Context: an optimization exercise on an open-source flow, tuned for small area. The choices shown serve that exercise and are no tape-out recipe. Only simulation tests tie the RTL to the original design; equivalence was not proved. No activity file was given, so power comes from the tool's default toggle rates.

== lane 1 ==
## rv_multicycle_core
module rv_multicycle_core #(
  parameter logic [31:0] RESET_PC = 32'h0000_0000,
  parameter int unsigned ADDR_W   = 32
) (
  input  logic              clk,
  input  logic              rst,
  input  logic              run,
  input  logic              step,
  output logic [ADDR_W-1:0] mem_addr,
  output logic              mem_re,
  output logic              mem_we,
  output logic [31:0]       mem_wdata,
  input  logic [31:0]       mem_rdata,
  input  logic              mem_ready,
  input  logic [4:0]        dbg_sel,
  output logic [31:0]       dbg_data,
  output logic [31:0]       pc_dbg,
  output logic [31:0]       instr_dbg,
  output logic [2:0]        state_dbg,
  output logic              retire,
  output logic              halted
);
Size: about 3800 cells after synthesis, roughly 210 I/O pins.
==> flow/config.mk <==
export PLATFORM = sky130hd
export DESIGN_NAME = rv_multicycle_core
export DESIGN_NICKNAME = rv_multicycle_core
export VERILOG_FILES = /design/flow/design.v
export SDC_FILE = /design/flow/constraint.sdc
export NUM_CORES = 4
export LEC_CHECK = 0
export CAP_MARGIN = 20
export CORE_MARGIN = 2
export CORE_UTILIZATION = 40
export CTS_BUF_LIST = sky130_fd_sc_hd__clkbuf_8
export CTS_CLUSTER_DIAMETER = 100
export CTS_CLUSTER_SIZE = 12
export SLEW_MARGIN = 20
export SYNTH_HIERARCHICAL = 1
==> flow/constraint.sdc <==
create_clock -name core_clock -period 10.0 [get_ports {clk}]
set_input_delay 2.0000 -clock core_clock [delete_from_list [all_inputs] [get_ports {clk}]]
set_output_delay 2.0000 -clock core_clock [all_outputs]
set_load 0.01 [all_outputs]
standard.sh (not shown) runs the stock make flow with config.mk's settings and CLKGATE_MAP_FILE= SYNTH_SCRIPT=/design/flow/synth_recipe.tcl, a recipe that flattens the netlist after the stock synthesis.
==> flow/flow/run.sh <==
#!/bin/bash
# Own flow: the standard layout, except that synthesis maps the
# combinational logic with an area-oriented ABC script (registers are mapped
# by the unchanged ORFS synthesis before ABC runs) and the port buffers use
# the smallest buffer cell.
set -euo pipefail
HERE=$(pwd)
export AREA_ABC_SCRIPT=$HERE/flow/area.abc
export BUFFER_PORTS_ARGS="-buffer_cell sky130_fd_sc_hd__buf_1"
# Synthesis: the make command of standard.sh with our synthesis script.
MAKECMD=$(grep '^make ' standard.sh | sed 's/ "\${@:-finish}"$//')
MAKECMD=${MAKECMD/SYNTH_SCRIPT=$HERE\/synth_recipe.tcl/SYNTH_SCRIPT=$HERE\/flow\/area_synth.tcl}
echo "$MAKECMD synth" > synth_cmd.log
eval "$MAKECMD synth" > synth.log 2>&1
# Everything after synthesis: the standard flow.
bash standard.sh > standard.log 2>&1
==> flow/flow/area.abc <==
&get -n
&st
&dch -f
&nf -a
&put
topo
stime -c
==> flow/flow/area_synth.tcl <==
# synth_recipe.tcl with a different ABC script for the combinational mapping:
# ORFS synth.tcl is read and run unchanged except for the abc call.
proc synth {args} { yosys synth -nofsm -noshare {*}$args }
set f [open $::env(SCRIPTS_DIR)/synth.tcl]
set txt [read $f]
close $f
set n [string first {log_cmd abc {*}$abc_args} $txt]
if { $n < 0 } { error "abc call not found in synth.tcl" }
set txt [string map [list {log_cmd abc {*}$abc_args} {set abc_args [lreplace $abc_args 1 1 $::env(AREA_ABC_SCRIPT)]; log_cmd abc {*}$abc_args}] $txt]
eval $txt
# left out here: clear keep_hierarchy, flatten, clean up, hide names made inside functions, write 1_2_yosys.v
[inputs] lane 2 vs lane 1
==> flow/run.sh (new file) <==
#!/bin/bash
# synth_recipe.tcl (not shown) runs the flow's synth.tcl, then flattens the netlist and writes it again
# the make line also repeats each setting of config.mk as NAME=value (left out here)
make -C /OpenROAD-flow-scripts/flow DESIGN_CONFIG=/design/flow/config.mk WORK_HOME=/design/flow/orfs CLKGATE_MAP_FILE= SYNTH_SCRIPT=/design/flow/synth_recipe.tcl finish
removed: flow/flow/run.sh
removed: flow/flow/area.abc
removed: flow/flow/area_synth.tcl
removed: flow/standard.sh
Lane 2: flow completed, timing, DRC and antenna clean
Lane 2: utilization 0.71 points above lane 1
Higher clock transition time at the flip-flop clock pins of the worst setup and hold paths goes to lane 1 over lane 2.
The run with more routed wire is lane 1, not lane 2.
Run comparison: lane 1 cell with the largest stage delay on the worst path or3_1; lane 2 cell with the largest stage delay on the worst path a21oi_4
Summary of lane 2 over lane 1: worst max-slew margin expressed relative to the limit has decreased; switching power as a share of total power has decreased.
The aggregate global-route resource usage of lane 2 is lower than that of lane 1.
What lane 1 reported for maximum number of pins on one net before global-route repair has to be multiplied by 1.07 to get the figure for lane 2.
Overall die area came out higher on lane 2 than on lane 1.
Relative to lane 1, via count has gone down in lane 2.
[compare] base=lane 1 new=lane 2: depth of the most critical reg-to-reg path -4.2%, post-route cell area increased 3.4%.

==> re-timing with driven ports <==
The results above use ideal ports. As a check the final layouts listed here were re-extracted and re-timed, cells and wires unchanged.
Step 1 assumes that a clkbuf_16 drives the clock port and a buf_2 every other input.
Step 2, shift: input delay + t, output delay - t, t = (earliest + latest rising clock arrival at the registers) / 2. This alone moves slack from input paths to output paths.
Slacks: ideal / step 1 / step 2; pairs: ideal / step 1.
| run | t (ns) | setup slack, ns | cell pins on the clock port's net |
|---|---|---|---|
| lane 1 | 0.867 | 2.062 / 2.062 / 2.062 | 1 |
| lane 2 | 0.849 | 1.523 / 1.500 / 1.500 | 1 |
After both steps setup and hold are still met in every run listed. For lane 2, which loses most, drivers alone change the setup slack by -0.023 ns; drivers and shift together by -0.023 ns.
